This is an optimization exercise on Yosys and OpenROAD, whose aim is a short achievable clock period, not a production implementation. No run shown here included a check of the RTL's function; only the layout flow was run. Power is estimated from default activity; no workload was simulated.

==> flow/design.v (outline; a module is shown in full before it is edited, if it fits) <==
// module g_inv: 1 lines
// module g_nand2: 1 lines
// module g_nor2: 1 lines
// module g_xor2: 1 lines
// module g_xnor2: 1 lines
// module g_aoi21: 1 lines
// module g_oai21: 1 lines
// module g_aoi22: 1 lines
// module g_aoi221: 1 lines
// module g_nand3: 1 lines
// module g_nand4: 1 lines
// module g_mux2i: 1 lines
// module g_nor3: 1 lines
// module g_ao22: 1 lines
// module g_ao221: 1 lines
// module add_ks10: 93 lines
// module add_ks11: 105 lines
// module res_mux: 47 lines
// module hc_gate: 11 lines
// module dec2: 10 lines
// module op7_sel: 22 lines
// module op7_pick: 65 lines
// module imm_sel: 20 lines
// module ip2_gate: 10 lines
// module imm_pick: 35 lines
// module alu_pre: 34 lines
// module hi_pre: 25 lines
// module hc_sel: 12 lines
// module res_sel: 21 lines
// module stack_cpu: 220 lines
module stack_cpu
(
  input  logic        clk,
  input  logic        rst_n,
  output logic [15:0] imem_addr,
  input  logic [15:0] insn,
  output logic [15:0] dmem_addr,
  output logic [15:0] dmem_wdata,
  output logic        dmem_we,
  output logic        dmem_re,
  output logic        dmem_byte,
  input  logic [15:0] dmem_rdata
);
  // ...
==> flow/flow/run.sh <==
#!/bin/bash
set -euo pipefail
export SETUP_SLACK_MARGIN=7.5
export BUFFER_PORTS_ARGS="-buffer_cell sky130_fd_sc_hd__buf_6"
bash standard.sh > standard.log 2>&1
==> flow/standard.sh <==
#!/bin/bash
# synth_recipe.tcl (not shown) runs the flow's synth.tcl, then flattens the netlist and writes it again
# the make line also repeats each setting of config.mk as NAME=value (left out here)
make -C /OpenROAD-flow-scripts/flow DESIGN_CONFIG=/design/flow/config.mk WORK_HOME=/design/flow/orfs CLKGATE_MAP_FILE= SYNTH_SCRIPT=/design/flow/synth_recipe.tcl "${@:-finish}"
==> flow/config.mk <==
export PLATFORM = sky130hd
export DESIGN_NAME = stack_cpu
export DESIGN_NICKNAME = stack_cpu
export VERILOG_FILES = /design/flow/design.v
export SDC_FILE = /design/flow/constraint.sdc
export NUM_CORES = 4
export LEC_CHECK = 0
export ABC_CLOCK_PERIOD_IN_PS = 2000
export CAP_MARGIN = 20
export CORE_MARGIN = 2
export CORE_UTILIZATION = 40
export PLACE_DENSITY = 0.6
export SLEW_MARGIN = 20
export SYNTH_HIERARCHICAL = 1
export SYNTH_MINIMUM_KEEP_SIZE = 0
export TNS_END_PERCENT = 10
==> flow/constraint.sdc <==
create_clock -name core_clock -period 12.5 [get_ports {clk}]
set_input_delay 2.5000 -clock core_clock [delete_from_list [all_inputs] [get_ports {clk}]]
set_output_delay 2.5000 -clock core_clock [all_outputs]
set_load 0.01 [all_outputs]
==> load_flow_metrics.sql, run 1 <==
INSERT INTO impl_metrics (metric_group, metric, value, unit) VALUES
('run_status', 'status', 'no timing/DRC/antenna violations', ''),
('finish', 'mostFrequentLayoutCell', 'edfxtp_1', ''),
('placed_design', 'placed_cells_incl_taps', '5028', ''),
('timing', 'finalSetupTns', '0', 'ns'),
('finish', 'inv_count', '167', ''),
('synthesis', 'synthesis.nets', '3778', ''),
('critical_path', 'worst_path_largest_cell_delay', '0.30', 'ns'),
('critical_path', 'critPathCapture', 'dmem_addr[14]', ''),
('timing', 'fin_crit_sh', '56.34', '%'),
('critical_path', 'crit_arrival', '4.54', 'ns'),
('timing', 'final.setup.worst_slack', '5.458', 'ns'),
('critical_path', 'cp_slowest_cell', 'nor3_4', ''),
('grt', 'grt_start_max_net_pins', '57', ''),
('finish', 'final.clkbuf_count', '91', ''),
('min_path', 'holdPathEnd', 'isr[1]$_SDFFE_PN0N_', ''),
('floorplan', 'chipWidth', '322.3', 'µm'),
('finish', 'sequential_share_of_cell_area', '36.21', '%'),
('routing', 'remaining_drc_errors', '0', ''),
('critical_path', 'crit_path_end_kind', 'output pin', ''),
('clocking', 'clock_root_cell', 'clkbuf_16', ''),
('floorplan', 'floorplan.tapcells', '1357', ''),
('timing', 'timing.fmax', '142.0', 'MHz'),
('routing', 'vias_per_cell', '6.093', ''),
('finish', 'fill_cell_total_of_the_finished_layout', '8989', ''),
('critical_path', 'startpoint_type', 'primary input', ''),
('finish', 'design.seq.count', '617', ''),
('routing', 'initialDrtViolationCount', '3976', ''),
('synthesis', 'synthesis.area_per_instance', '11.08', 'µm²'),
('floorplan', 'dieHeight', '322.3', 'µm'),
('power', 'clk-power', '0.00197', 'W'),
('routing', 'dr.pass1.iters', '9', ''),
('finish', 'finish.net_count', '3995', ''),
('timing', 'grt_setup_unrepaired', 'true', ''),
('finish', 'largest_cell_class', 'multi-input gates', ''),
('critical_path', 'regToRegStartpoint', 'top1[0]$_DFF_P_', ''),
('clocking', 'tritoncts_sinks', '617', '');
==> module res_mux, before the edit <==
module res_mux
(
  input  logic [8:0]       sel,     
  input  logic [8:0][9:0]  lo,
  input  logic [8:0]       con,     
  input  logic [7:0][5:0]  ha,      
  input  logic [7:0][5:0]  hb,      
  input  logic [4:0]       bha,     
  input  logic [4:0]       bhb,
  input  logic             blo10,   
  input  logic [3:0][15:0] op7,     
  output logic [15:0]      y
);
  for (genvar k = 0; k < 10; k++)
  begin : g_lo
    logic n0, n1, n2, n3;
    g_aoi221 u_0 (.a1(sel[0]), .a2(lo[0][k]), .b1(sel[1]), .b2(lo[1][k]), .c(op7[0][k]), .y(n0));
    g_aoi221 u_1 (.a1(sel[2]), .a2(lo[2][k]), .b1(sel[3]), .b2(lo[3][k]), .c(op7[1][k]), .y(n1));
    g_aoi221 u_2 (.a1(sel[4]), .a2(lo[4][k]), .b1(sel[5]), .b2(lo[5][k]), .c(op7[2][k]), .y(n2));
    g_aoi221 u_3 (.a1(sel[7]), .a2(lo[7][k]), .b1(sel[8]), .b2(lo[8][k]), .c(op7[3][k]), .y(n3));
    g_nand4  u_y (.a(n0), .b(n1), .c(n2), .d(n3), .y(y[k]));
  end
  for (genvar k = 10; k < 16; k++)
  begin : g_hi
    logic [8:0] tn;
    logic p1, p2, p3, x1n, x2n, x3n;
    for (genvar j = 0; j < 8; j++)
    begin : g_t
      g_mux2i u_t (.s(con[j]), .a0(ha[j][k-10]), .a1(hb[j][k-10]), .y(tn[j]));
    end
    if (k == 10)
    begin : g_b10
      g_nand2 u_t8 (.a(sel[8]), .b(blo10), .y(tn[8]));
    end
    else
    begin : g_bhi
      g_mux2i u_t8 (.s(con[8]), .a0(bha[k-11]), .a1(bhb[k-11]), .y(tn[8]));
    end
    g_nand3 u_p1 (.a(tn[0]), .b(tn[1]), .c(tn[2]), .y(p1));
    g_nand3 u_p2 (.a(tn[3]), .b(tn[4]), .c(tn[5]), .y(p2));
    g_nand3 u_p3 (.a(tn[6]), .b(tn[7]), .c(tn[8]), .y(p3));
    g_nor3  u_x1 (.a(p1), .b(p2), .c(op7[0][k]), .y(x1n));
    g_nor3  u_x2 (.a(p3), .b(op7[1][k]), .c(op7[2][k]), .y(x2n));
    g_inv   u_x3 (.a(op7[3][k]), .y(x3n));
    g_nand3 u_y  (.a(x1n), .b(x2n), .c(x3n), .y(y[k]));
  end
endmodule
==> module op7_sel, before the edit <==
module op7_sel
(
  input  logic [15:0] insn,
  output logic [3:0]  e,
  output logic        es_isr,
  output logic        es_c,
  output logic        es_fp,
  output logic        es_t
);
  logic alu, sys;
  assign alu = insn[15:11] == 5'b01110 && insn[5:4] == 2'b00;
  assign sys = insn[15:11] == 5'b01111;
  for (genvar i = 0; i < 4; i++)
  begin : g_d
    assign e[i] = alu && insn[3:2] == i;
  end
  assign es_isr = sys && insn[4] && !insn[0];
  assign es_c   = sys && !insn[4] && !insn[0] && insn[3:2] == 2'b00;
  assign es_fp  = sys && insn[3:0] == 4'b0011;
  assign es_t   = sys && !(insn[4] && !insn[0]) && !(insn[3:2] == 2'b00 && !insn[0]) &&
                  insn[3:0] != 4'b0011;
endmodule
==> module op7_pick, before the edit <==
module op7_pick
(
  input  logic [15:0] insn,
  input  logic [15:0] tn_sum,
  input  logic [15:0] tn_dif,
  input  logic [15:0] tn_and,
  input  logic [15:0] tn_or,
  input  logic [15:0] tn_xor,
  input  logic [15:0] tn_shl,
  input  logic [15:0] tn_shr,
  input  logic        tn_eq,
  input  logic        tn_lt,
  input  logic [15:0] t,
  input  logic [15:0] n,
  input  logic [15:0] t_addz,
  input  logic [15:0] t_addnz,
  input  logic [15:0] isr,
  input  logic [15:0] c,
  input  logic [15:0] fp,
  input  logic [15:0] imm,
  output logic [3:0][15:0] y    
);
  logic [3:0] d0, d1, d2, d3, e;
  logic       es_isr, es_c, es_fp, es_t;
  dec2 u_d0 (.s(insn[1:0]), .d(d0));
  dec2 u_d1 (.s(insn[1:0]), .d(d1));
  dec2 u_d2 (.s(insn[1:0]), .d(d2));
  dec2 u_d3 (.s(insn[1:0]), .d(d3));
  op7_sel u_sel (.insn(insn), .e(e), .es_isr(es_isr), .es_c(es_c),
                 .es_fp(es_fp), .es_t(es_t));
  for (genvar k = 0; k < 16; k++)
  begin : g_bit
    logic a0, b0, a1, b1, a2, b2, a3, m0, m1, m2, m3, tn;
    g_inv   u_tn (.a(t[k]), .y(tn));
    g_aoi22 u_a0 (.a1(d0[0]), .a2(tn_sum[k]), .b1(d0[1]), .b2(tn_dif[k]), .y(a0));
    g_aoi22 u_b0 (.a1(d0[2]), .a2(tn_and[k]), .b1(d0[3]), .b2(tn_or[k]),  .y(b0));
    g_nand2 u_m0 (.a(a0), .b(b0), .y(m0));
    g_aoi22 u_a1 (.a1(d1[0]), .a2(tn_xor[k]), .b1(d1[1]), .b2(tn_shl[k]), .y(a1));
    if (k == 0)
    begin : g_eq
      g_aoi22 u_b1 (.a1(d1[2]), .a2(tn_shr[k]), .b1(d1[3]), .b2(tn_eq), .y(b1));
    end
    else
    begin : g_neq
      g_nand2 u_b1 (.a(d1[2]), .b(tn_shr[k]), .y(b1));
    end
    g_nand2 u_m1 (.a(a1), .b(b1), .y(m1));
    if (k == 0)
    begin : g_lt
      g_aoi22 u_a2 (.a1(d2[0]), .a2(tn_lt), .b1(d2[1]), .b2(tn), .y(a2));
    end
    else
    begin : g_nlt
      g_nand2 u_a2 (.a(d2[1]), .b(tn), .y(a2));
    end
    g_aoi22 u_b2 (.a1(d2[2]), .a2(t[k]), .b1(d2[3]), .b2(n[k]), .y(b2));
    g_nand2 u_m2 (.a(a2), .b(b2), .y(m2));
    g_aoi22 u_a3 (.a1(d3[0]), .a2(t_addz[k]), .b1(d3[1]), .b2(t_addnz[k]), .y(a3));
    g_inv   u_m3 (.a(a3), .y(m3));
    g_ao22  u_y0 (.a1(e[0]), .a2(m0), .b1(e[1]), .b2(m1), .y(y[0][k]));
    g_ao22  u_y1 (.a1(e[2]), .a2(m2), .b1(e[3]), .b2(m3), .y(y[1][k]));
    g_ao22  u_y2 (.a1(es_isr), .a2(isr[k]), .b1(es_c), .b2(c[k]), .y(y[2][k]));
    g_ao221 u_y3 (.a1(es_fp), .a2(fp[k]), .b1(es_t), .b2(t[k]), .c(imm[k]), .y(y[3][k]));
  end
endmodule
==> module imm_pick, before the edit <==
module imm_pick
(
  input  logic [15:0] insn,
  input  logic        t_zero,
  input  logic [15:0] ip2,
  output logic [15:0] y
);
  logic s_lbz, s_w, s_sx, s_lit, jnz, jz;
  logic [15:0] ip2_z, ip2_nz;
  imm_sel u_sel (.insn(insn), .s_lbz(s_lbz), .s_w(s_w), .s_sx(s_sx), .jnz(jnz), .jz(jz));
  ip2_gate u_ip2 (.t_zero(t_zero), .ip2(ip2), .ip2_z(ip2_z), .ip2_nz(ip2_nz));
  assign s_lit = insn[15];
  for (genvar k = 0; k < 16; k++)
  begin : g_bit
    logic n0, n1;
    g_aoi22 u_n1 (.a1(jnz), .a2(ip2_z[k]), .b1(jz), .b2(ip2_nz[k]), .y(n1));
    if (k < 9)
    begin : g_lo
      g_aoi22 u_n0 (.a1(s_lbz), .a2(insn[k]), .b1(s_w), .b2(insn[k+1]), .y(n0));
    end
    else if (k == 9)
    begin : g_9
      g_aoi22 u_n0 (.a1(s_lbz), .a2(insn[9]), .b1(s_w), .b2(insn[9]), .y(n0));
    end
    else if (k < 15)
    begin : g_hi
      g_aoi22 u_n0 (.a1(s_lit), .a2(insn[k]), .b1(s_sx), .b2(insn[9]), .y(n0));
    end
    else
    begin : g_15
      g_nand2 u_n0 (.a(s_sx), .b(insn[9]), .y(n0));
    end
    g_nand2 u_y (.a(n0), .b(n1), .y(y[k]));
  end
endmodule
==> module alu_pre, before the edit <==
module alu_pre
(
  input  logic [15:0] t,
  input  logic [15:0] n,
  output logic [15:0] tn_sum,
  output logic [15:0] tn_dif,
  output logic [15:0] tn_and,
  output logic [15:0] tn_or,
  output logic [15:0] tn_xor,
  output logic [15:0] tn_shl,
  output logic [15:0] tn_shr,
  output logic        tn_eq,
  output logic        tn_lt,
  output logic [15:0] t_addz,
  output logic [15:0] t_addnz,
  output logic        t_zero,
  output logic [5:0]  t_hp
);
  logic [15:0] t_step;
  assign tn_sum  = t + n;
  assign tn_dif  = t - n;
  assign tn_and  = t & n;
  assign tn_or   = t | n;
  assign tn_xor  = t ^ n;
  assign tn_shl  = t << n[3:0];
  assign tn_shr  = t >> n[3:0];
  assign tn_eq   = t == n;
  assign tn_lt   = $signed(t) < $signed(n);
  assign t_step  = t + 16'd2;
  assign t_zero  = t == 16'd0;
  assign t_addz  = t_zero ? tn_sum : t_step;
  assign t_addnz = !t_zero ? tn_sum : t_step;
  assign t_hp    = t[15:10] + 6'd1;
endmodule
==> module hi_pre, before the edit <==
module hi_pre
(
  input  logic [15:0] fp,
  input  logic [15:0] ip,
  input  logic [15:0] c,
  output logic [5:0]  fp_hm,
  output logic [5:0]  fp_hp,
  output logic [5:0]  ip_hm,
  output logic [5:0]  ip_hp,
  output logic [5:0]  c_hm,
  output logic [5:0]  c_hp,
  output logic [4:0]  br_hm,
  output logic [4:0]  br_hp,
  output logic [15:0] ip2
);
  assign fp_hm = fp[15:10] - 6'd1;
  assign fp_hp = fp[15:10] + 6'd1;
  assign ip_hm = ip[15:10] - 6'd1;
  assign ip_hp = ip[15:10] + 6'd1;
  assign c_hm  = c[15:10] - 6'd1;
  assign c_hp  = c[15:10] + 6'd1;
  assign br_hm = ip[15:11] - 5'd1;
  assign br_hp = ip[15:11] + 5'd1;
  assign ip2   = ip + 16'd2;
endmodule
==> module res_sel, before the edit <==
module res_sel
(
  input  logic [15:0] insn,
  input  logic        t_zero,
  output logic [8:0]  sel
);
  logic is_b, is_w, is_6, cond;
  assign is_b  = insn[15:13] == 3'b001 || insn[15:12] == 4'b0101;
  assign is_w  = insn[15:12] == 4'b0100;
  assign is_6  = insn[15:12] == 4'b0110;
  assign cond  = insn[0] ^ t_zero;    
  assign sel[0] = is_b && insn[11:10] == 2'd1;
  assign sel[1] = is_b && insn[11:10] == 2'd2;
  assign sel[2] = is_b && insn[11:10] == 2'd3;
  assign sel[3] = is_w && insn[11:10] == 2'd1;
  assign sel[4] = is_w && insn[11:10] == 2'd2;
  assign sel[5] = is_w && insn[11:10] == 2'd3;
  assign sel[6] = is_6 && insn[11:10] == 2'd1;
  assign sel[7] = is_6 && insn[11];
  assign sel[8] = insn[15:12] == 4'b0000 || (insn[15:12] == 4'b0001 && cond);
endmodule
==> module stack_cpu, before the edit <==
module stack_cpu
(
  input  logic        clk,
  input  logic        rst_n,
  output logic [15:0] imem_addr,
  input  logic [15:0] insn,
  output logic [15:0] dmem_addr,
  output logic [15:0] dmem_wdata,
  output logic        dmem_we,
  output logic        dmem_re,
  output logic        dmem_byte,
  input  logic [15:0] dmem_rdata
);
  logic [15:0] ip, fp, isr;
  logic [15:0] top0, top1;           
  logic [15:0] dmem_stk [16];        
  logic [4:0]  depth;                
  logic [15:0] cmem [16];            
  logic [4:0]  cptr;                 
  logic [15:0] ctop;                 
  logic [15:0] ip2;
  logic [3:0] op;
  logic [1:0] asel;
  logic is_lit, is_j, is_jc, is_b, is_w, is_6, is_alu, is_sys;
  assign op     = insn[15:12];
  assign asel   = insn[11:10];
  assign is_lit = insn[15];
  assign is_j   = op == 4'b0000;
  assign is_jc  = op == 4'b0001;
  assign is_b   = insn[15:13] == 3'b001 || op == 4'b0101;   
  assign is_w   = op == 4'b0100;                             
  assign is_6   = op == 4'b0110;                             
  assign is_alu = op == 4'b0111 && !insn[11];
  assign is_sys = op == 4'b0111 && insn[11];
  logic [15:0] tn_sum, tn_dif, tn_and, tn_or, tn_xor, tn_shl, tn_shr, t_addz, t_addnz;
  logic        t_zero, tn_eq, tn_lt;
  logic [5:0]  t_hp;
  alu_pre u_alu_pre (.t(top0), .n(top1), .tn_sum(tn_sum), .tn_dif(tn_dif), .tn_and(tn_and),
                     .tn_or(tn_or), .tn_xor(tn_xor), .tn_shl(tn_shl), .tn_shr(tn_shr),
                     .tn_eq(tn_eq), .tn_lt(tn_lt), .t_addz(t_addz), .t_addnz(t_addnz),
                     .t_zero(t_zero), .t_hp(t_hp));
  logic [9:0] xb, xw;
  logic       sgn;
  assign xb  = insn[9:0];               
  assign xw  = {insn[9], insn[9:1]};    
  assign sgn = insn[9];
  logic [5:0] fp_hm, fp_hp, ip_hm, ip_hp, c_hm, c_hp;
  logic [4:0] br_hm, br_hp;
  hi_pre u_hi_pre (.fp(fp), .ip(ip), .c(ctop), .fp_hm(fp_hm), .fp_hp(fp_hp), .ip_hm(ip_hm),
                   .ip_hp(ip_hp), .c_hm(c_hm), .c_hp(c_hp), .br_hm(br_hm), .br_hp(br_hp),
                   .ip2(ip2));
  logic [8:0][9:0] lo;
  logic [8:0]      con;
  logic [7:0][5:0] hc0, hc1;
  logic [4:0]      bhc0, bhc1;
  logic            blo10;
  logic [10:0]     br_lo;
  add_ks10 u_fp_b (.a(fp[9:0]),   .x(xb), .s(lo[0]), .con(con[0]));
  add_ks10 u_ip_b (.a(ip[9:0]),   .x(xb), .s(lo[1]), .con(con[1]));
  add_ks10 u_c_b  (.a(ctop[9:0]), .x(xb), .s(lo[2]), .con(con[2]));
  add_ks10 u_fp_w (.a(fp[9:0]),   .x(xw), .s(lo[3]), .con(con[3]));
  add_ks10 u_ip_w (.a(ip[9:0]),   .x(xw), .s(lo[4]), .con(con[4]));
  add_ks10 u_c_w  (.a(ctop[9:0]), .x(xw), .s(lo[5]), .con(con[5]));
  add_ks10 u_t_b  (.a(top0[9:0]), .x(xb), .s(lo[7]), .con(con[7]));
  add_ks11 u_br   (.a(ip[10:0]),  .x(insn[11:1]), .s(br_lo), .con(con[8]));
  assign lo[6] = lo[0];
  assign con[6] = con[0];
  assign lo[8] = br_lo[9:0];
  assign blo10 = br_lo[10];
  hc_sel #(.W(6)) u_hc_fp (.s(sgn), .h(fp[15:10]),   .hm(fp_hm), .hp(fp_hp), .hc0(hc0[0]), .hc1(hc1[0]));
  hc_sel #(.W(6)) u_hc_ip (.s(sgn), .h(ip[15:10]),   .hm(ip_hm), .hp(ip_hp), .hc0(hc0[1]), .hc1(hc1[1]));
  hc_sel #(.W(6)) u_hc_c  (.s(sgn), .h(ctop[15:10]), .hm(c_hm),  .hp(c_hp),  .hc0(hc0[2]), .hc1(hc1[2]));
  assign hc1[3] = hc1[0];
  assign hc0[3] = hc0[0];
  assign hc1[4] = hc1[1];
  assign hc0[4] = hc0[1];
  assign hc1[5] = hc1[2];
  assign hc0[5] = hc0[2];
  assign hc1[6] = fp_hp;
  assign hc0[6] = fp[15:10];
  assign hc1[7] = t_hp;
  assign hc0[7] = top0[15:10];
  hc_sel #(.W(5)) u_hc_br (.s(insn[11]), .h(ip[15:11]), .hm(br_hm), .hp(br_hp), .hc0(bhc0), .hc1(bhc1));
  logic s_br, s_6i, s_6f, s_sisr, s_sc, s_sfp;
  logic [8:0] sel;
  res_sel u_rsel (.insn(insn), .t_zero(t_zero), .sel(sel));
  assign s_br = sel[8];
  assign s_6i   = is_6 && asel == 2'd0;
  assign s_6f   = is_6 && asel == 2'd1;
  assign s_sisr = is_sys && insn[4] && !insn[0];
  assign s_sc   = is_sys && !insn[4] && !insn[0] && insn[3:2] == 2'b00;
  assign s_sfp  = is_sys && insn[3:0] == 4'b0011;
  logic [3:0][15:0] v_op7;
  logic [15:0] v_imm, alu_res;
  logic [8:0]  rsel;
  logic [7:0][5:0] ha, hb;
  logic [4:0]  bha, bhb;
  op7_pick u_op7 (.insn(insn), .tn_sum(tn_sum), .tn_dif(tn_dif),
                  .tn_and(tn_and), .tn_or(tn_or), .tn_xor(tn_xor),
                  .tn_shl(tn_shl), .tn_shr(tn_shr), .tn_eq(tn_eq), .tn_lt(tn_lt),
                  .t(top0), .n(top1), .t_addz(t_addz),
                  .t_addnz(t_addnz), .isr(isr), .c(ctop), .fp(fp), .imm(v_imm),
                  .y(v_op7));
  imm_pick u_imm (.insn(insn), .t_zero(t_zero), .ip2(ip2), .y(v_imm));
  assign rsel = {sel[8:1], sel[0] || sel[6]};
  for (genvar j = 0; j < 8; j++)
  begin : g_hg
    hc_gate #(.W(6)) u_hg (.sel(sel[j]), .hc0(hc0[j]), .hc1(hc1[j]), .ha(ha[j]), .hb(hb[j]));
  end
  hc_gate #(.W(5)) u_hg_br (.sel(sel[8]), .hc0(bhc0), .hc1(bhc1), .ha(bha), .hb(bhb));
  res_mux u_res (.sel(rsel), .lo(lo), .con(con), .ha(ha), .hb(hb), .bha(bha), .bhb(bhb),
                 .blo10(blo10), .op7(v_op7), .y(alu_res));
  logic push, pop, load_stk, wr1, rd, wr, byt, cpush, cpop;
  assign push     = is_lit || op == 4'b0010 || (is_w && !insn[0]) || op == 4'b0101 ||
                    (op == 4'b0111 && insn[7]);
  assign pop      = is_jc || op == 4'b0011 || (is_w && insn[0]) || (is_alu && insn[6]) ||
                    (is_sys && insn[2]) || (is_sys && insn[4] && insn[0]);
  assign load_stk = push || is_alu || (is_sys && insn[3] && !insn[1]);
  assign wr1      = op == 4'b0111 && insn[3] && !(insn[11] && insn[4]);
  assign rd       = op == 4'b0010 || (is_w && !insn[0]) || s_6i ||
                    (is_sys && insn[3:2] == 2'b10);
  assign wr       = op == 4'b0011 || (is_w && insn[0]) || (is_sys && insn[3:2] == 2'b11);
  assign byt      = insn[15:13] == 3'b001 || (op == 4'b0111 && insn[0]);
  assign cpush    = (is_j && insn[0]) || s_6i || s_sisr || s_sfp;
  assign cpop     = s_sc;
  assign imem_addr  = ip;
  assign dmem_addr  = alu_res;
  assign dmem_wdata = (op == 4'b0111 && !(insn[11] && insn[4])) ? top1 : top0;
  assign dmem_we    = rst_n && wr;
  assign dmem_re    = rst_n && rd;
  assign dmem_byte  = byt && (rd || wr);
  logic [15:0] rd_data, din, ip_nx, fp_nx, cdin;
  assign rd_data = byt ? {8'h00, dmem_rdata[7:0]} : dmem_rdata;
  assign din     = rd ? rd_data : alu_res;
  assign cdin    = s_sfp ? fp : ip2;
  always_comb
  begin
    if (s_br)
      ip_nx = alu_res;
    else if (s_6i)
      ip_nx = {6'd0, xb};
    else if (is_sys && insn[3:0] == 4'b0000)
      ip_nx = insn[4] ? isr : ctop;
    else
      ip_nx = ip2;
    if (s_6f)
      fp_nx = alu_res;
    else if (is_sys && insn[3:0] == 4'b0010)
      fp_nx = insn[4] ? isr : ctop;
    else
      fp_nx = fp;
  end
  always_ff @(posedge clk)
  begin
    if (!rst_n)
    begin
      ip  <= 16'd0;
      fp  <= 16'd0;
      isr <= 16'd0;
    end
    else
    begin
      ip <= ip_nx;
      fp <= fp_nx;
      if (insn == 16'h7811)
        isr <= top0;
    end
  end
  logic [3:0] sp;
  assign sp = depth[3:0] - 4'd2;
  always_ff @(posedge clk)
  begin
    if (push && !pop && depth >= 5'd2)
      dmem_stk[sp] <= top1;
    if (push && !pop)
      top1 <= top0;
    else if (pop && !push)
    begin
      top0 <= top1;
      top1 <= dmem_stk[sp - 4'd1];
    end
    if (load_stk)
    begin
      if (wr1)
        top1 <= din;
      else
        top0 <= din;
    end
  end
  always_ff @(posedge clk)
  begin
    if (!rst_n)
      depth <= 5'd0;
    else if (push && !pop)
      depth <= depth + 5'd1;
    else if (pop && !push)
      depth <= depth - 5'd1;
  end
  always_ff @(posedge clk)
  begin
    if (cpush)
      cmem[cptr[3:0]] <= cdin;
  end
  always_ff @(posedge clk)
  begin
    if (cpush && !cpop)
      ctop <= cdin;
    else if (cpop && !cpush)
      ctop <= cmem[cptr[3:0] - 4'd2];
  end
  always_ff @(posedge clk)
  begin
    if (!rst_n)
      cptr <= 5'd0;
    else if (cpush && !cpop)
      cptr <= cptr + 5'd1;
    else if (cpop && !cpush)
      cptr <= cptr - 5'd1;
  end
endmodule
==> run 2: changes to the inputs <==
--- a/flow/design.v
+++ b/flow/design.v
@@ -59,4 +59,4 @@
 module g_nor3  (input logic a, b, c, output logic y);             assign y = ~(a | b | c);           endmodule
-module g_ao22  (input logic a1, a2, b1, b2, output logic y);      assign y = (a1 & a2) | (b1 & b2);  endmodule
-module g_ao221 (input logic a1, a2, b1, b2, c, output logic y);   assign y = (a1 & a2) | (b1 & b2) | c; endmodule
+module g_aoi222 (input logic a1, a2, b1, b2, c1, c2, output logic y); assign y = ~((a1 & a2) | (b1 & b2) | (c1 & c2)); endmodule
+module g_aoi211 (input logic a1, a2, b, c, output logic y);        assign y = ~((a1 & a2) | b | c);   endmodule
 `timescale 1ns/100ps
@@ -270,3 +270,5 @@
   input  logic             blo10,   
-  input  logic [3:0][15:0] op7,     
+  input  logic             is7,     
+  input  logic [15:0]      op7,     
+  input  logic [15:0]      imm,
   output logic [15:0]      y
@@ -276,6 +278,7 @@
     logic n0, n1, n2, n3;
-    g_aoi221 u_0 (.a1(sel[0]), .a2(lo[0][k]), .b1(sel[1]), .b2(lo[1][k]), .c(op7[0][k]), .y(n0));
-    g_aoi221 u_1 (.a1(sel[2]), .a2(lo[2][k]), .b1(sel[3]), .b2(lo[3][k]), .c(op7[1][k]), .y(n1));
-    g_aoi221 u_2 (.a1(sel[4]), .a2(lo[4][k]), .b1(sel[5]), .b2(lo[5][k]), .c(op7[2][k]), .y(n2));
-    g_aoi221 u_3 (.a1(sel[7]), .a2(lo[7][k]), .b1(sel[8]), .b2(lo[8][k]), .c(op7[3][k]), .y(n3));
+    g_aoi222 u_0 (.a1(sel[0]), .a2(lo[0][k]), .b1(sel[1]), .b2(lo[1][k]), .c1(is7), .c2(op7[k]),
+                  .y(n0));
+    g_aoi221 u_1 (.a1(sel[2]), .a2(lo[2][k]), .b1(sel[3]), .b2(lo[3][k]), .c(imm[k]), .y(n1));
+    g_aoi22  u_2 (.a1(sel[4]), .a2(lo[4][k]), .b1(sel[5]), .b2(lo[5][k]), .y(n2));
+    g_aoi22  u_3 (.a1(sel[7]), .a2(lo[7][k]), .b1(sel[8]), .b2(lo[8][k]), .y(n3));
     g_nand4  u_y (.a(n0), .b(n1), .c(n2), .d(n3), .y(y[k]));
@@ -285,3 +288,3 @@
     logic [8:0] tn;
-    logic p1, p2, p3, x1n, x2n, x3n;
+    logic p1, p2, p3, x1n, x2n;
     for (genvar j = 0; j < 8; j++)
@@ -301,6 +304,5 @@
     g_nand3 u_p3 (.a(tn[6]), .b(tn[7]), .c(tn[8]), .y(p3));
-    g_nor3  u_x1 (.a(p1), .b(p2), .c(op7[0][k]), .y(x1n));
-    g_nor3  u_x2 (.a(p3), .b(op7[1][k]), .c(op7[2][k]), .y(x2n));
-    g_inv   u_x3 (.a(op7[3][k]), .y(x3n));
-    g_nand3 u_y  (.a(x1n), .b(x2n), .c(x3n), .y(y[k]));
+    g_nor2  u_x1 (.a(p1), .b(p2), .y(x1n));
+    g_aoi211 u_x2 (.a1(is7), .a2(op7[k]), .b(p3), .c(imm[k]), .y(x2n));
+    g_nand2 u_y  (.a(x1n), .b(x2n), .y(y[k]));
   end
@@ -338,4 +340,4 @@
   logic alu, sys;
-  assign alu = insn[15:11] == 5'b01110 && insn[5:4] == 2'b00;
-  assign sys = insn[15:11] == 5'b01111;
+  assign alu = !insn[11] && insn[5:4] == 2'b00;
+  assign sys = insn[11];
   for (genvar i = 0; i < 4; i++)
@@ -369,7 +371,7 @@
   input  logic [15:0] fp,
-  input  logic [15:0] imm,
-  output logic [3:0][15:0] y    
+  output logic [15:0] y
 );
-  logic [3:0] d0, d1, d2, d3, e;
-  logic       es_isr, es_c, es_fp, es_t;
+  logic [3:0] d0, d1, d2, d3;
+  logic [1:0][3:0] e;
+  logic [1:0] es_isr, es_c, es_fp, es_t;
   dec2 u_d0 (.s(insn[1:0]), .d(d0));
@@ -378,7 +380,10 @@
   dec2 u_d3 (.s(insn[1:0]), .d(d3));
-  op7_sel u_sel (.insn(insn), .e(e), .es_isr(es_isr), .es_c(es_c),
-                 .es_fp(es_fp), .es_t(es_t));
+  for (genvar h = 0; h < 2; h++)
+  begin : g_sel
+    op7_sel u_sel (.insn(insn), .e(e[h]), .es_isr(es_isr[h]), .es_c(es_c[h]),
+                   .es_fp(es_fp[h]), .es_t(es_t[h]));
+  end
   for (genvar k = 0; k < 16; k++)
   begin : g_bit
-    logic a0, b0, a1, b1, a2, b2, a3, m0, m1, m2, m3, tn;
+    logic a0, b0, a1, b1, a2, b2, a3, m0, m1, m2, m3, n0, n1, n2, n3, tn;
     g_inv   u_tn (.a(t[k]), .y(tn));
@@ -409,38 +414,9 @@
     g_inv   u_m3 (.a(a3), .y(m3));
-    g_ao22  u_y0 (.a1(e[0]), .a2(m0), .b1(e[1]), .b2(m1), .y(y[0][k]));
-    g_ao22  u_y1 (.a1(e[2]), .a2(m2), .b1(e[3]), .b2(m3), .y(y[1][k]));
-    g_ao22  u_y2 (.a1(es_isr), .a2(isr[k]), .b1(es_c), .b2(c[k]), .y(y[2][k]));
-    g_ao221 u_y3 (.a1(es_fp), .a2(fp[k]), .b1(es_t), .b2(t[k]), .c(imm[k]), .y(y[3][k]));
+    g_aoi22 u_n0 (.a1(e[k/8][0]), .a2(m0), .b1(e[k/8][1]), .b2(m1), .y(n0));
+    g_aoi22 u_n1 (.a1(e[k/8][2]), .a2(m2), .b1(e[k/8][3]), .b2(m3), .y(n1));
+    g_aoi22 u_n2 (.a1(es_isr[k/8]), .a2(isr[k]), .b1(es_c[k/8]), .b2(c[k]), .y(n2));
+    g_aoi22 u_n3 (.a1(es_fp[k/8]), .a2(fp[k]), .b1(es_t[k/8]), .b2(t[k]), .y(n3));
+    g_nand4 u_y  (.a(n0), .b(n1), .c(n2), .d(n3), .y(y[k]));
   end
 endmodule
-module imm_sel
-(
-  input  logic [15:0] insn,
-  output logic        s_lbz,    
-  output logic        s_w,      
-  output logic        s_sx,     
-  output logic        jnz,      
-  output logic        jz        
-);
-  logic off, b, z, w;
-  assign off   = !insn[15] && insn[11:10] == 2'b00;
-  assign b     = off && (insn[14:12] == 3'b010 || insn[14:12] == 3'b011 || insn[14:12] == 3'b101);
-  assign z     = off && insn[14:12] == 3'b110;
-  assign w     = off && insn[14:12] == 3'b100;
-  assign s_lbz = insn[15] || b || z;
-  assign s_w   = w;
-  assign s_sx  = b || w;
-  assign jnz   = insn[15:12] == 4'b0001 && insn[0];
-  assign jz    = insn[15:12] == 4'b0001 && !insn[0];
-endmodule
-module ip2_gate
-(
-  input  logic        t_zero,
-  input  logic [15:0] ip2,
-  output logic [15:0] ip2_z,
-  output logic [15:0] ip2_nz
-);
-  assign ip2_z  = {16{t_zero}} & ip2;
-  assign ip2_nz = {16{!t_zero}} & ip2;
-endmodule
 module imm_pick
@@ -448,3 +424,3 @@
   input  logic [15:0] insn,
-  input  logic        t_zero,
+  input  logic        s_ip2,
   input  logic [15:0] ip2,
@@ -452,28 +428,14 @@
 );
-  logic s_lbz, s_w, s_sx, s_lit, jnz, jz;
-  logic [15:0] ip2_z, ip2_nz;
-  imm_sel u_sel (.insn(insn), .s_lbz(s_lbz), .s_w(s_w), .s_sx(s_sx), .jnz(jnz), .jz(jz));
-  ip2_gate u_ip2 (.t_zero(t_zero), .ip2(ip2), .ip2_z(ip2_z), .ip2_nz(ip2_nz));
-  assign s_lit = insn[15];
-  for (genvar k = 0; k < 16; k++)
-  begin : g_bit
-    logic n0, n1;
-    g_aoi22 u_n1 (.a1(jnz), .a2(ip2_z[k]), .b1(jz), .b2(ip2_nz[k]), .y(n1));
-    if (k < 9)
-    begin : g_lo
-      g_aoi22 u_n0 (.a1(s_lbz), .a2(insn[k]), .b1(s_w), .b2(insn[k+1]), .y(n0));
-    end
-    else if (k == 9)
-    begin : g_9
-      g_aoi22 u_n0 (.a1(s_lbz), .a2(insn[9]), .b1(s_w), .b2(insn[9]), .y(n0));
-    end
-    else if (k < 15)
-    begin : g_hi
-      g_aoi22 u_n0 (.a1(s_lit), .a2(insn[k]), .b1(s_sx), .b2(insn[9]), .y(n0));
-    end
-    else
-    begin : g_15
-      g_nand2 u_n0 (.a(s_sx), .b(insn[9]), .y(n0));
-    end
-    g_nand2 u_y (.a(n0), .b(n1), .y(y[k]));
+  always_comb
+  begin
+    y = {16{s_ip2}} & ip2;
+    if (insn[15])
+      y = {1'b0, insn[14:0]};
+    else if (insn[11:10] == 2'b00)
+      case (insn[14:12])
+        3'b010, 3'b011, 3'b101: y = {{6{insn[9]}}, insn[9:0]};
+        3'b100:                 y = {{7{insn[9]}}, insn[9:1]};
+        3'b110:                 y = {6'd0, insn[9:0]};
+        default:                ;
+      endcase
   end
@@ -498,13 +460,18 @@
 );
-  logic [15:0] t_step;
-  assign tn_sum  = t + n;
-  assign tn_dif  = t - n;
-  assign tn_and  = t & n;
-  assign tn_or   = t | n;
-  assign tn_xor  = t ^ n;
-  assign tn_shl  = t << n[3:0];
-  assign tn_shr  = t >> n[3:0];
+  logic [15:0] t_step, t_inv, dif_n;
+  logic [14:0] t_step_hi;
+  logic        sum_con, dif_con;
+  assign t_inv = ~t;
+  add_ks16 u_sum (.a(t), .x(n), .s(tn_sum), .con(sum_con));
+  add_ks16 u_dif (.a(t_inv), .x(n), .s(dif_n), .con(dif_con));   
+  assign tn_dif  = ~dif_n;
+  and16 u_and (.a(t), .b(n), .y(tn_and));
+  or16  u_or  (.a(t), .b(n), .y(tn_or));
+  xor16 u_xor (.a(t), .b(n), .y(tn_xor));
+  shl16 u_shl (.a(t), .s(n[3:0]), .y(tn_shl));
+  shr16 u_shr (.a(t), .s(n[3:0]), .y(tn_shr));
   assign tn_eq   = t == n;
-  assign tn_lt   = $signed(t) < $signed(n);
-  assign t_step  = t + 16'd2;
+  assign tn_lt   = (t[15] ^ n[15]) ? t[15] : tn_dif[15];
+  inc #(.W(15)) u_step (.a(t[15:1]), .y(t_step_hi));    
+  assign t_step  = {t_step_hi, t[0]};
   assign t_zero  = t == 16'd0;
@@ -512,3 +479,44 @@
   assign t_addnz = !t_zero ? tn_sum : t_step;
-  assign t_hp    = t[15:10] + 6'd1;
+  inc #(.W(6)) u_thp (.a(t[15:10]), .y(t_hp));
+endmodule
+module and16 (input logic [15:0] a, b, output logic [15:0] y); assign y = a & b; endmodule
+module or16  (input logic [15:0] a, b, output logic [15:0] y); assign y = a | b; endmodule
+module xor16 (input logic [15:0] a, b, output logic [15:0] y); assign y = a ^ b; endmodule
+module shl16
+(
+  input  logic [15:0] a,
+  input  logic [3:0]  s,
+  output logic [15:0] y
+);
+  assign y = a << s;
+endmodule
+module shr16
+(
+  input  logic [15:0] a,
+  input  logic [3:0]  s,
+  output logic [15:0] y
+);
+  assign y = a >> s;
+endmodule
+module inc #(parameter int W = 6)
+(
+  input  logic [W-1:0] a,
+  output logic [W-1:0] y
+);
+  assign y[0] = ~a[0];
+  for (genvar k = 1; k < W; k++)
+  begin : g_bit
+    assign y[k] = a[k] ^ (&a[k-1:0]);
+  end
+endmodule
+module dec #(parameter int W = 6)
+(
+  input  logic [W-1:0] a,
+  output logic [W-1:0] y
+);
+  assign y[0] = ~a[0];
+  for (genvar k = 1; k < W; k++)
+  begin : g_bit
+    assign y[k] = a[k] ^ (&(~a[k-1:0]));
+  end
 endmodule
@@ -529,11 +537,188 @@
 );
-  assign fp_hm = fp[15:10] - 6'd1;
-  assign fp_hp = fp[15:10] + 6'd1;
-  assign ip_hm = ip[15:10] - 6'd1;
-  assign ip_hp = ip[15:10] + 6'd1;
-  assign c_hm  = c[15:10] - 6'd1;
-  assign c_hp  = c[15:10] + 6'd1;
-  assign br_hm = ip[15:11] - 5'd1;
-  assign br_hp = ip[15:11] + 5'd1;
-  assign ip2   = ip + 16'd2;
+  logic [14:0] ip2_hi;
+  dec #(.W(6)) u_fpm (.a(fp[15:10]), .y(fp_hm));
+  inc #(.W(6)) u_fpp (.a(fp[15:10]), .y(fp_hp));
+  dec #(.W(6)) u_ipm (.a(ip[15:10]), .y(ip_hm));
+  inc #(.W(6)) u_ipp (.a(ip[15:10]), .y(ip_hp));
+  dec #(.W(6)) u_cm  (.a(c[15:10]),  .y(c_hm));
+  inc #(.W(6)) u_cp  (.a(c[15:10]),  .y(c_hp));
+  dec #(.W(5)) u_brm (.a(ip[15:11]), .y(br_hm));
+  inc #(.W(5)) u_brp (.a(ip[15:11]), .y(br_hp));
+  inc #(.W(15)) u_ip2 (.a(ip[15:1]), .y(ip2_hi));
+  assign ip2 = {ip2_hi, ip[0]};
+endmodule
+module cnt_pre
+(
+  input  logic [4:0] cptr,
+  input  logic [4:0] depth,
+  output logic [4:0] cptr_p,
+  output logic [4:0] cptr_m,
+  output logic [4:0] depth_p,
+  output logic [4:0] depth_m
+);
+  inc #(.W(5)) u_cp (.a(cptr),  .y(cptr_p));
+  dec #(.W(5)) u_cm (.a(cptr),  .y(cptr_m));
+  inc #(.W(5)) u_dp (.a(depth), .y(depth_p));
+  dec #(.W(5)) u_dm (.a(depth), .y(depth_m));
+endmodule
+module add_ks16
+(
+  input  logic [15:0] a,
+  input  logic [15:0] x,
+  output logic [15:0] s,
+  output logic        con
+);
+  logic g0_0, t0_0, g0_1, t0_1, g0_2, t0_2, g0_3, t0_3, g0_4, t0_4, g0_5, t0_5, g0_6, t0_6, g0_7, t0_7, g0_8, t0_8, g0_9, t0_9, g0_10, t0_10, g0_11, t0_11, g0_12, t0_12, g0_13, t0_13, g0_14, t0_14, g0_15, t0_15, g1_1, g1_2, t1_2, g1_3, t1_3, g1_4, t1_4, g1_5, t1_5, g1_6, t1_6, g1_7, t1_7, g1_8, t1_8, g1_9, t1_9, g1_10, t1_10, g1_11, t1_11, g1_12, t1_12, g1_13, t1_13, g1_14, t1_14, g1_15, t1_15, g0_0_i, g2_2, g2_3, g2_4, t2_4, g2_5, t2_5, g2_6, t2_6, g2_7, t2_7, g2_8, t2_8, g2_9, t2_9, g2_10, t2_10, g2_11, t2_11, g2_12, t2_12, g2_13, t2_13, g2_14, t2_14, g2_15, t2_15, g3_4, g1_1_i, g3_5, g3_6, g3_7, g3_8, t3_8, g3_9, t3_9, g3_10, t3_10, g3_11, t3_11, g3_12, t3_12, g3_13, t3_13, g3_14, t3_14, g3_15, t3_15, g4_8, g4_9, g2_2_i, g4_10, g2_3_i, g4_11, g4_12, g4_13, g4_14, g4_15, p_0, p_1, p_2, p_3, p_4, p_5, p_6, p_7, p_8, p_9, p_10, p_11, p_12, p_13, p_14, p_15;
+  g_nand2 u_g0_0 (.a(a[0]), .b(x[0]), .y(g0_0));
+  g_nor2  u_t0_0 (.a(a[0]), .b(x[0]), .y(t0_0));
+  g_nand2 u_g0_1 (.a(a[1]), .b(x[1]), .y(g0_1));
+  g_nor2  u_t0_1 (.a(a[1]), .b(x[1]), .y(t0_1));
+  g_nand2 u_g0_2 (.a(a[2]), .b(x[2]), .y(g0_2));
+  g_nor2  u_t0_2 (.a(a[2]), .b(x[2]), .y(t0_2));
+  g_nand2 u_g0_3 (.a(a[3]), .b(x[3]), .y(g0_3));
+  g_nor2  u_t0_3 (.a(a[3]), .b(x[3]), .y(t0_3));
+  g_nand2 u_g0_4 (.a(a[4]), .b(x[4]), .y(g0_4));
+  g_nor2  u_t0_4 (.a(a[4]), .b(x[4]), .y(t0_4));
+  g_nand2 u_g0_5 (.a(a[5]), .b(x[5]), .y(g0_5));
+  g_nor2  u_t0_5 (.a(a[5]), .b(x[5]), .y(t0_5));
+  g_nand2 u_g0_6 (.a(a[6]), .b(x[6]), .y(g0_6));
+  g_nor2  u_t0_6 (.a(a[6]), .b(x[6]), .y(t0_6));
+  g_nand2 u_g0_7 (.a(a[7]), .b(x[7]), .y(g0_7));
+  g_nor2  u_t0_7 (.a(a[7]), .b(x[7]), .y(t0_7));
+  g_nand2 u_g0_8 (.a(a[8]), .b(x[8]), .y(g0_8));
+  g_nor2  u_t0_8 (.a(a[8]), .b(x[8]), .y(t0_8));
+  g_nand2 u_g0_9 (.a(a[9]), .b(x[9]), .y(g0_9));
+  g_nor2  u_t0_9 (.a(a[9]), .b(x[9]), .y(t0_9));
+  g_nand2 u_g0_10 (.a(a[10]), .b(x[10]), .y(g0_10));
+  g_nor2  u_t0_10 (.a(a[10]), .b(x[10]), .y(t0_10));
+  g_nand2 u_g0_11 (.a(a[11]), .b(x[11]), .y(g0_11));
+  g_nor2  u_t0_11 (.a(a[11]), .b(x[11]), .y(t0_11));
+  g_nand2 u_g0_12 (.a(a[12]), .b(x[12]), .y(g0_12));
+  g_nor2  u_t0_12 (.a(a[12]), .b(x[12]), .y(t0_12));
+  g_nand2 u_g0_13 (.a(a[13]), .b(x[13]), .y(g0_13));
+  g_nor2  u_t0_13 (.a(a[13]), .b(x[13]), .y(t0_13));
+  g_nand2 u_g0_14 (.a(a[14]), .b(x[14]), .y(g0_14));
+  g_nor2  u_t0_14 (.a(a[14]), .b(x[14]), .y(t0_14));
+  g_nand2 u_g0_15 (.a(a[15]), .b(x[15]), .y(g0_15));
+  g_nor2  u_t0_15 (.a(a[15]), .b(x[15]), .y(t0_15));
+  g_oai21 u_g1_1 (.a1(t0_1), .a2(g0_0), .b(g0_1), .y(g1_1));
+  g_oai21 u_g1_2 (.a1(t0_2), .a2(g0_1), .b(g0_2), .y(g1_2));
+  g_nor2  u_t1_2 (.a(t0_2), .b(t0_1), .y(t1_2));
+  g_oai21 u_g1_3 (.a1(t0_3), .a2(g0_2), .b(g0_3), .y(g1_3));
+  g_nor2  u_t1_3 (.a(t0_3), .b(t0_2), .y(t1_3));
+  g_oai21 u_g1_4 (.a1(t0_4), .a2(g0_3), .b(g0_4), .y(g1_4));
+  g_nor2  u_t1_4 (.a(t0_4), .b(t0_3), .y(t1_4));
+  g_oai21 u_g1_5 (.a1(t0_5), .a2(g0_4), .b(g0_5), .y(g1_5));
+  g_nor2  u_t1_5 (.a(t0_5), .b(t0_4), .y(t1_5));
+  g_oai21 u_g1_6 (.a1(t0_6), .a2(g0_5), .b(g0_6), .y(g1_6));
+  g_nor2  u_t1_6 (.a(t0_6), .b(t0_5), .y(t1_6));
+  g_oai21 u_g1_7 (.a1(t0_7), .a2(g0_6), .b(g0_7), .y(g1_7));
+  g_nor2  u_t1_7 (.a(t0_7), .b(t0_6), .y(t1_7));
+  g_oai21 u_g1_8 (.a1(t0_8), .a2(g0_7), .b(g0_8), .y(g1_8));
+  g_nor2  u_t1_8 (.a(t0_8), .b(t0_7), .y(t1_8));
+  g_oai21 u_g1_9 (.a1(t0_9), .a2(g0_8), .b(g0_9), .y(g1_9));
+  g_nor2  u_t1_9 (.a(t0_9), .b(t0_8), .y(t1_9));
+  g_oai21 u_g1_10 (.a1(t0_10), .a2(g0_9), .b(g0_10), .y(g1_10));
+  g_nor2  u_t1_10 (.a(t0_10), .b(t0_9), .y(t1_10));
+  g_oai21 u_g1_11 (.a1(t0_11), .a2(g0_10), .b(g0_11), .y(g1_11));
+  g_nor2  u_t1_11 (.a(t0_11), .b(t0_10), .y(t1_11));
+  g_oai21 u_g1_12 (.a1(t0_12), .a2(g0_11), .b(g0_12), .y(g1_12));
+  g_nor2  u_t1_12 (.a(t0_12), .b(t0_11), .y(t1_12));
+  g_oai21 u_g1_13 (.a1(t0_13), .a2(g0_12), .b(g0_13), .y(g1_13));
+  g_nor2  u_t1_13 (.a(t0_13), .b(t0_12), .y(t1_13));
+  g_oai21 u_g1_14 (.a1(t0_14), .a2(g0_13), .b(g0_14), .y(g1_14));
+  g_nor2  u_t1_14 (.a(t0_14), .b(t0_13), .y(t1_14));
+  g_oai21 u_g1_15 (.a1(t0_15), .a2(g0_14), .b(g0_15), .y(g1_15));
+  g_nor2  u_t1_15 (.a(t0_15), .b(t0_14), .y(t1_15));
+  g_inv   u_g0_0_i (.a(g0_0), .y(g0_0_i));
+  g_aoi21 u_g2_2 (.a1(t1_2), .a2(g0_0_i), .b(g1_2), .y(g2_2));
+  g_aoi21 u_g2_3 (.a1(t1_3), .a2(g1_1), .b(g1_3), .y(g2_3));
+  g_aoi21 u_g2_4 (.a1(t1_4), .a2(g1_2), .b(g1_4), .y(g2_4));
+  g_nand2 u_t2_4 (.a(t1_4), .b(t1_2), .y(t2_4));
+  g_aoi21 u_g2_5 (.a1(t1_5), .a2(g1_3), .b(g1_5), .y(g2_5));
+  g_nand2 u_t2_5 (.a(t1_5), .b(t1_3), .y(t2_5));
+  g_aoi21 u_g2_6 (.a1(t1_6), .a2(g1_4), .b(g1_6), .y(g2_6));
+  g_nand2 u_t2_6 (.a(t1_6), .b(t1_4), .y(t2_6));
+  g_aoi21 u_g2_7 (.a1(t1_7), .a2(g1_5), .b(g1_7), .y(g2_7));
+  g_nand2 u_t2_7 (.a(t1_7), .b(t1_5), .y(t2_7));
+  g_aoi21 u_g2_8 (.a1(t1_8), .a2(g1_6), .b(g1_8), .y(g2_8));
+  g_nand2 u_t2_8 (.a(t1_8), .b(t1_6), .y(t2_8));
+  g_aoi21 u_g2_9 (.a1(t1_9), .a2(g1_7), .b(g1_9), .y(g2_9));
+  g_nand2 u_t2_9 (.a(t1_9), .b(t1_7), .y(t2_9));
+  g_aoi21 u_g2_10 (.a1(t1_10), .a2(g1_8), .b(g1_10), .y(g2_10));
+  g_nand2 u_t2_10 (.a(t1_10), .b(t1_8), .y(t2_10));
+  g_aoi21 u_g2_11 (.a1(t1_11), .a2(g1_9), .b(g1_11), .y(g2_11));
+  g_nand2 u_t2_11 (.a(t1_11), .b(t1_9), .y(t2_11));
+  g_aoi21 u_g2_12 (.a1(t1_12), .a2(g1_10), .b(g1_12), .y(g2_12));
+  g_nand2 u_t2_12 (.a(t1_12), .b(t1_10), .y(t2_12));
+  g_aoi21 u_g2_13 (.a1(t1_13), .a2(g1_11), .b(g1_13), .y(g2_13));
+  g_nand2 u_t2_13 (.a(t1_13), .b(t1_11), .y(t2_13));
+  g_aoi21 u_g2_14 (.a1(t1_14), .a2(g1_12), .b(g1_14), .y(g2_14));
+  g_nand2 u_t2_14 (.a(t1_14), .b(t1_12), .y(t2_14));
+  g_aoi21 u_g2_15 (.a1(t1_15), .a2(g1_13), .b(g1_15), .y(g2_15));
+  g_nand2 u_t2_15 (.a(t1_15), .b(t1_13), .y(t2_15));
+  g_oai21 u_g3_4 (.a1(t2_4), .a2(g0_0), .b(g2_4), .y(g3_4));
+  g_inv   u_g1_1_i (.a(g1_1), .y(g1_1_i));
+  g_oai21 u_g3_5 (.a1(t2_5), .a2(g1_1_i), .b(g2_5), .y(g3_5));
+  g_oai21 u_g3_6 (.a1(t2_6), .a2(g2_2), .b(g2_6), .y(g3_6));
+  g_oai21 u_g3_7 (.a1(t2_7), .a2(g2_3), .b(g2_7), .y(g3_7));
+  g_oai21 u_g3_8 (.a1(t2_8), .a2(g2_4), .b(g2_8), .y(g3_8));
+  g_nor2  u_t3_8 (.a(t2_8), .b(t2_4), .y(t3_8));
+  g_oai21 u_g3_9 (.a1(t2_9), .a2(g2_5), .b(g2_9), .y(g3_9));
+  g_nor2  u_t3_9 (.a(t2_9), .b(t2_5), .y(t3_9));
+  g_oai21 u_g3_10 (.a1(t2_10), .a2(g2_6), .b(g2_10), .y(g3_10));
+  g_nor2  u_t3_10 (.a(t2_10), .b(t2_6), .y(t3_10));
+  g_oai21 u_g3_11 (.a1(t2_11), .a2(g2_7), .b(g2_11), .y(g3_11));
+  g_nor2  u_t3_11 (.a(t2_11), .b(t2_7), .y(t3_11));
+  g_oai21 u_g3_12 (.a1(t2_12), .a2(g2_8), .b(g2_12), .y(g3_12));
+  g_nor2  u_t3_12 (.a(t2_12), .b(t2_8), .y(t3_12));
+  g_oai21 u_g3_13 (.a1(t2_13), .a2(g2_9), .b(g2_13), .y(g3_13));
+  g_nor2  u_t3_13 (.a(t2_13), .b(t2_9), .y(t3_13));
+  g_oai21 u_g3_14 (.a1(t2_14), .a2(g2_10), .b(g2_14), .y(g3_14));
+  g_nor2  u_t3_14 (.a(t2_14), .b(t2_10), .y(t3_14));
+  g_oai21 u_g3_15 (.a1(t2_15), .a2(g2_11), .b(g2_15), .y(g3_15));
+  g_nor2  u_t3_15 (.a(t2_15), .b(t2_11), .y(t3_15));
+  g_aoi21 u_g4_8 (.a1(t3_8), .a2(g0_0_i), .b(g3_8), .y(g4_8));
+  g_aoi21 u_g4_9 (.a1(t3_9), .a2(g1_1), .b(g3_9), .y(g4_9));
+  g_inv   u_g2_2_i (.a(g2_2), .y(g2_2_i));
+  g_aoi21 u_g4_10 (.a1(t3_10), .a2(g2_2_i), .b(g3_10), .y(g4_10));
+  g_inv   u_g2_3_i (.a(g2_3), .y(g2_3_i));
+  g_aoi21 u_g4_11 (.a1(t3_11), .a2(g2_3_i), .b(g3_11), .y(g4_11));
+  g_aoi21 u_g4_12 (.a1(t3_12), .a2(g3_4), .b(g3_12), .y(g4_12));
+  g_aoi21 u_g4_13 (.a1(t3_13), .a2(g3_5), .b(g3_13), .y(g4_13));
+  g_aoi21 u_g4_14 (.a1(t3_14), .a2(g3_6), .b(g3_14), .y(g4_14));
+  g_aoi21 u_g4_15 (.a1(t3_15), .a2(g3_7), .b(g3_15), .y(g4_15));
+  g_xor2  u_p_0 (.a(a[0]), .b(x[0]), .y(p_0));
+  assign s[0] = p_0;
+  g_xor2  u_p_1 (.a(a[1]), .b(x[1]), .y(p_1));
+  g_xnor2 u_s_1 (.a(p_1), .b(g0_0), .y(s[1]));
+  g_xor2  u_p_2 (.a(a[2]), .b(x[2]), .y(p_2));
+  g_xor2  u_s_2 (.a(p_2), .b(g1_1), .y(s[2]));
+  g_xor2  u_p_3 (.a(a[3]), .b(x[3]), .y(p_3));
+  g_xnor2 u_s_3 (.a(p_3), .b(g2_2), .y(s[3]));
+  g_xor2  u_p_4 (.a(a[4]), .b(x[4]), .y(p_4));
+  g_xnor2 u_s_4 (.a(p_4), .b(g2_3), .y(s[4]));
+  g_xor2  u_p_5 (.a(a[5]), .b(x[5]), .y(p_5));
+  g_xor2  u_s_5 (.a(p_5), .b(g3_4), .y(s[5]));
+  g_xor2  u_p_6 (.a(a[6]), .b(x[6]), .y(p_6));
+  g_xor2  u_s_6 (.a(p_6), .b(g3_5), .y(s[6]));
+  g_xor2  u_p_7 (.a(a[7]), .b(x[7]), .y(p_7));
+  g_xor2  u_s_7 (.a(p_7), .b(g3_6), .y(s[7]));
+  g_xor2  u_p_8 (.a(a[8]), .b(x[8]), .y(p_8));
+  g_xor2  u_s_8 (.a(p_8), .b(g3_7), .y(s[8]));
+  g_xor2  u_p_9 (.a(a[9]), .b(x[9]), .y(p_9));
+  g_xnor2 u_s_9 (.a(p_9), .b(g4_8), .y(s[9]));
+  g_xor2  u_p_10 (.a(a[10]), .b(x[10]), .y(p_10));
+  g_xnor2 u_s_10 (.a(p_10), .b(g4_9), .y(s[10]));
+  g_xor2  u_p_11 (.a(a[11]), .b(x[11]), .y(p_11));
+  g_xnor2 u_s_11 (.a(p_11), .b(g4_10), .y(s[11]));
+  g_xor2  u_p_12 (.a(a[12]), .b(x[12]), .y(p_12));
+  g_xnor2 u_s_12 (.a(p_12), .b(g4_11), .y(s[12]));
+  g_xor2  u_p_13 (.a(a[13]), .b(x[13]), .y(p_13));
+  g_xnor2 u_s_13 (.a(p_13), .b(g4_12), .y(s[13]));
+  g_xor2  u_p_14 (.a(a[14]), .b(x[14]), .y(p_14));
+  g_xnor2 u_s_14 (.a(p_14), .b(g4_13), .y(s[14]));
+  g_xor2  u_p_15 (.a(a[15]), .b(x[15]), .y(p_15));
+  g_xnor2 u_s_15 (.a(p_15), .b(g4_14), .y(s[15]));
+  assign con = g4_15;
 endmodule
@@ -555,3 +740,4 @@
   input  logic        t_zero,
-  output logic [8:0]  sel
+  output logic [8:0]  sel,
+  output logic        s_ip2
 );
@@ -571,2 +757,3 @@
   assign sel[8] = insn[15:12] == 4'b0000 || (insn[15:12] == 4'b0001 && cond);
+  assign s_ip2  = insn[15:12] == 4'b0001 && !cond;
 endmodule
@@ -656,5 +843,5 @@
   hc_sel #(.W(5)) u_hc_br (.s(insn[11]), .h(ip[15:11]), .hm(br_hm), .hp(br_hp), .hc0(bhc0), .hc1(bhc1));
-  logic s_br, s_6i, s_6f, s_sisr, s_sc, s_sfp;
+  logic s_br, s_ip2, s_6i, s_6f, s_sisr, s_sc, s_sfp;
   logic [8:0] sel;
-  res_sel u_rsel (.insn(insn), .t_zero(t_zero), .sel(sel));
+  res_sel u_rsel (.insn(insn), .t_zero(t_zero), .sel(sel), .s_ip2(s_ip2));
   assign s_br = sel[8];
@@ -665,4 +852,3 @@
   assign s_sfp  = is_sys && insn[3:0] == 4'b0011;
-  logic [3:0][15:0] v_op7;
-  logic [15:0] v_imm, alu_res;
+  logic [15:0] v_op7, v_imm, alu_res;
   logic [8:0]  rsel;
@@ -674,5 +860,5 @@
                   .t(top0), .n(top1), .t_addz(t_addz),
-                  .t_addnz(t_addnz), .isr(isr), .c(ctop), .fp(fp), .imm(v_imm),
+                  .t_addnz(t_addnz), .isr(isr), .c(ctop), .fp(fp),
                   .y(v_op7));
-  imm_pick u_imm (.insn(insn), .t_zero(t_zero), .ip2(ip2), .y(v_imm));
+  imm_pick u_imm (.insn(insn), .s_ip2(s_ip2), .ip2(ip2), .y(v_imm));
   assign rsel = {sel[8:1], sel[0] || sel[6]};
@@ -684,3 +870,3 @@
   res_mux u_res (.sel(rsel), .lo(lo), .con(con), .ha(ha), .hb(hb), .bha(bha), .bhb(bhb),
-                 .blo10(blo10), .op7(v_op7), .y(alu_res));
+                 .blo10(blo10), .is7(op == 4'b0111), .op7(v_op7), .imm(v_imm), .y(alu_res));
   logic push, pop, load_stk, wr1, rd, wr, byt, cpush, cpop;
@@ -762,2 +948,5 @@
   end
+  logic [4:0] cptr_p, cptr_m, depth_p, depth_m;
+  cnt_pre u_cnt (.cptr(cptr), .depth(depth), .cptr_p(cptr_p), .cptr_m(cptr_m),
+                 .depth_p(depth_p), .depth_m(depth_m));
   always_ff @(posedge clk)
@@ -767,5 +956,5 @@
     else if (push && !pop)
-      depth <= depth + 5'd1;
+      depth <= depth_p;
     else if (pop && !push)
-      depth <= depth - 5'd1;
+      depth <= depth_m;
   end
@@ -788,5 +977,5 @@
     else if (cpush && !cpop)
-      cptr <= cptr + 5'd1;
+      cptr <= cptr_p;
     else if (cpop && !cpush)
-      cptr <= cptr - 5'd1;
+      cptr <= cptr_m;
   end
==> run 2 against run 1 <==
Register-to-register slack lost 0.32 ns. Still clean on timing, DRC and antenna. Utilization shrank 0.40 points. Highest routed layer unchanged. Largest cell class unchanged. Largest power group unchanged. Critical path depth shrank 1.
==> load_flow_metrics.sql, run 2 <==
INSERT INTO impl_metrics (metric_group, metric, value, unit) VALUES
('grt', 'first_pass_grt_wire_length', '206.9', 'mm'),
('critical_path', 'startpoint_type', 'primary input', ''),
('critical_path', 'regToRegStartpoint', 'top1[0]$_DFF_P_', ''),
('timing', 'grt_setup_unrepaired', 'true', ''),
('finish', 'mostFrequentLayoutCell', 'edfxtp_1', ''),
('clocking', 'tritoncts_sinks', '617', ''),
('floorplan', 'chipWidth', '326.7', 'µm'),
('finish', 'finish.net_count', '4072', ''),
('grt', 'grt_start_max_net_pins', '70', ''),
('synthesis', 'synthesis.nets', '3811', ''),
('critical_path', 'crit_arrival', '4.62', 'ns'),
('timing', 'fin_crit_sh', '56.98', '%'),
('timing', 'finalSetupTns', '0', 'ns'),
('clocking', 'clock_root_cell', 'clkbuf_16', ''),
('routing', 'remaining_drc_errors', '0', ''),
('floorplan', 'dieHeight', '326.7', 'µm'),
('timing', 'timing.fmax', '140.4', 'MHz'),
('min_path', 'holdPathEnd', 'isr[7]$_SDFFE_PN0N_', ''),
('synthesis', 'synthesis.area_per_instance', '11.19', 'µm²'),
('run_status', 'status', 'no timing/DRC/antenna violations', ''),
('critical_path', 'crit_path_end_kind', 'output pin', ''),
('routing', 'vias_per_cell', '6.030', ''),
('routing', 'dr.pass1.iters', '7', '');
## run 2: worst max-delay path, cell delays in order
cell	delay [ns]
buf_16	0.11
buf_4	0.11
and2b_4	0.24
a22oi_2	0.23
nand2_1	0.15
a22oi_2	0.22
nand4_1	0.22
a222oi_1	0.37
nand4_1	0.15
buf_4	0.19
buf_6	0.12
## run 2: cell type report
cell class	count	area [µm²]
Antenna cell	1	2.502
Tap cell	1380	1727
Timing Repair Buffer	343	3941
Fill cell	9319	53510
Clock inverter	41	441.7
Inverter	167	631.9
Clock buffer	87	1851
Multi-Input combinational cell	2787	23570
Sequential cell	617	17670
## run 2: repair_timing
item / in CTS / in global routing
endpoints found under the setup margin: 109 / 204
setup buffers: 84 / 59
cloned: 19 / 13
pin swaps: 54 / 77
resized for setup: 166 / 118
## run 2: through the flow
| stage | setup WS [ns] | cell area, µm² | std cells |
|---|---|---|---|
| 2_1_floorplan | 5.862 | 41930 | 3724 |
| 5_1_grt | 5.395 | 49830 | 5422 |
| 4_1_cts | 5.535 | 48670 | 5350 |
| 3_3_place_gp | 4.660 | 44420 | 5119 |
| 3_5_place_dp | 4.622 | 44430 | 5119 |
| 6_report | 5.378 | 49840 | 5423 |
## run 2: per-layer routing
metal  global-route usage, %  vias up  wire, µm
met1                   36.68    16260     61710
met3                   4.184      341     12420
li1                        -    14450         -
met5                       0        -         0
met4                   9.942        0      6343
met2                   39.51     1647     63960
## run 2: worst max-delay path by stage
stage	start	to	slack, ns	cells after the start
after global placement	insn[1]	dmem_addr[2]	4.66	9
after floorplan	insn[13]	dmem_addr[15]	5.86	8
after CTS	insn[0]	dmem_addr[9]	5.53	9
after global routing	insn[0]	dmem_addr[1]	5.39	10
after detailed placement	insn[1]	dmem_addr[2]	4.62	9
final	insn[0]	dmem_addr[0]	5.38	11
## run 2: power by group
part | switching (W) | internal [W] | leakage [nW]
Clock | 0.000878 | 0.00119 | 1.12
Sequential | 0.000124 | 0.00239 | 5.42
Combinational | 0.00171 | 0.00103 | 11.6

==> what the ideal ports hide <==
In the flow no input, the clock included, has a driving cell. The finished layouts below were timed again as built, in two steps. Step 1 (the two cells are an assumption about what drives the block):
set clk [get_ports {clk}]
set_driving_cell -lib_cell sky130_fd_sc_hd__clkbuf_16 $clk
set_driving_cell -lib_cell sky130_fd_sc_hd__buf_2 [delete_from_list [all_inputs] $clk]
Step 2, shift: input delay + t, output delay - t, t = (earliest + latest rising clock arrival at the registers) / 2. This alone moves slack from input paths to output paths. Three values: ideal ports, drivers, drivers and shift; two values: the first two.
| run | shift t [ns] | slack for setup (ns) | worst register clock-pin slew, ns |
|---|---|---|---|
| run 1 | 0.699 | 5.458 / 5.240 / 5.240 | 0.06 / 0.06 |
| run 2 | 0.678 | 5.378 / 4.881 / 4.881 | 0.08 / 0.08 |
After both steps setup and hold are still met in every run listed. The setup slack of run 2, which loses most, moves by -0.497 ns with the drivers and by -0.497 ns with both steps.
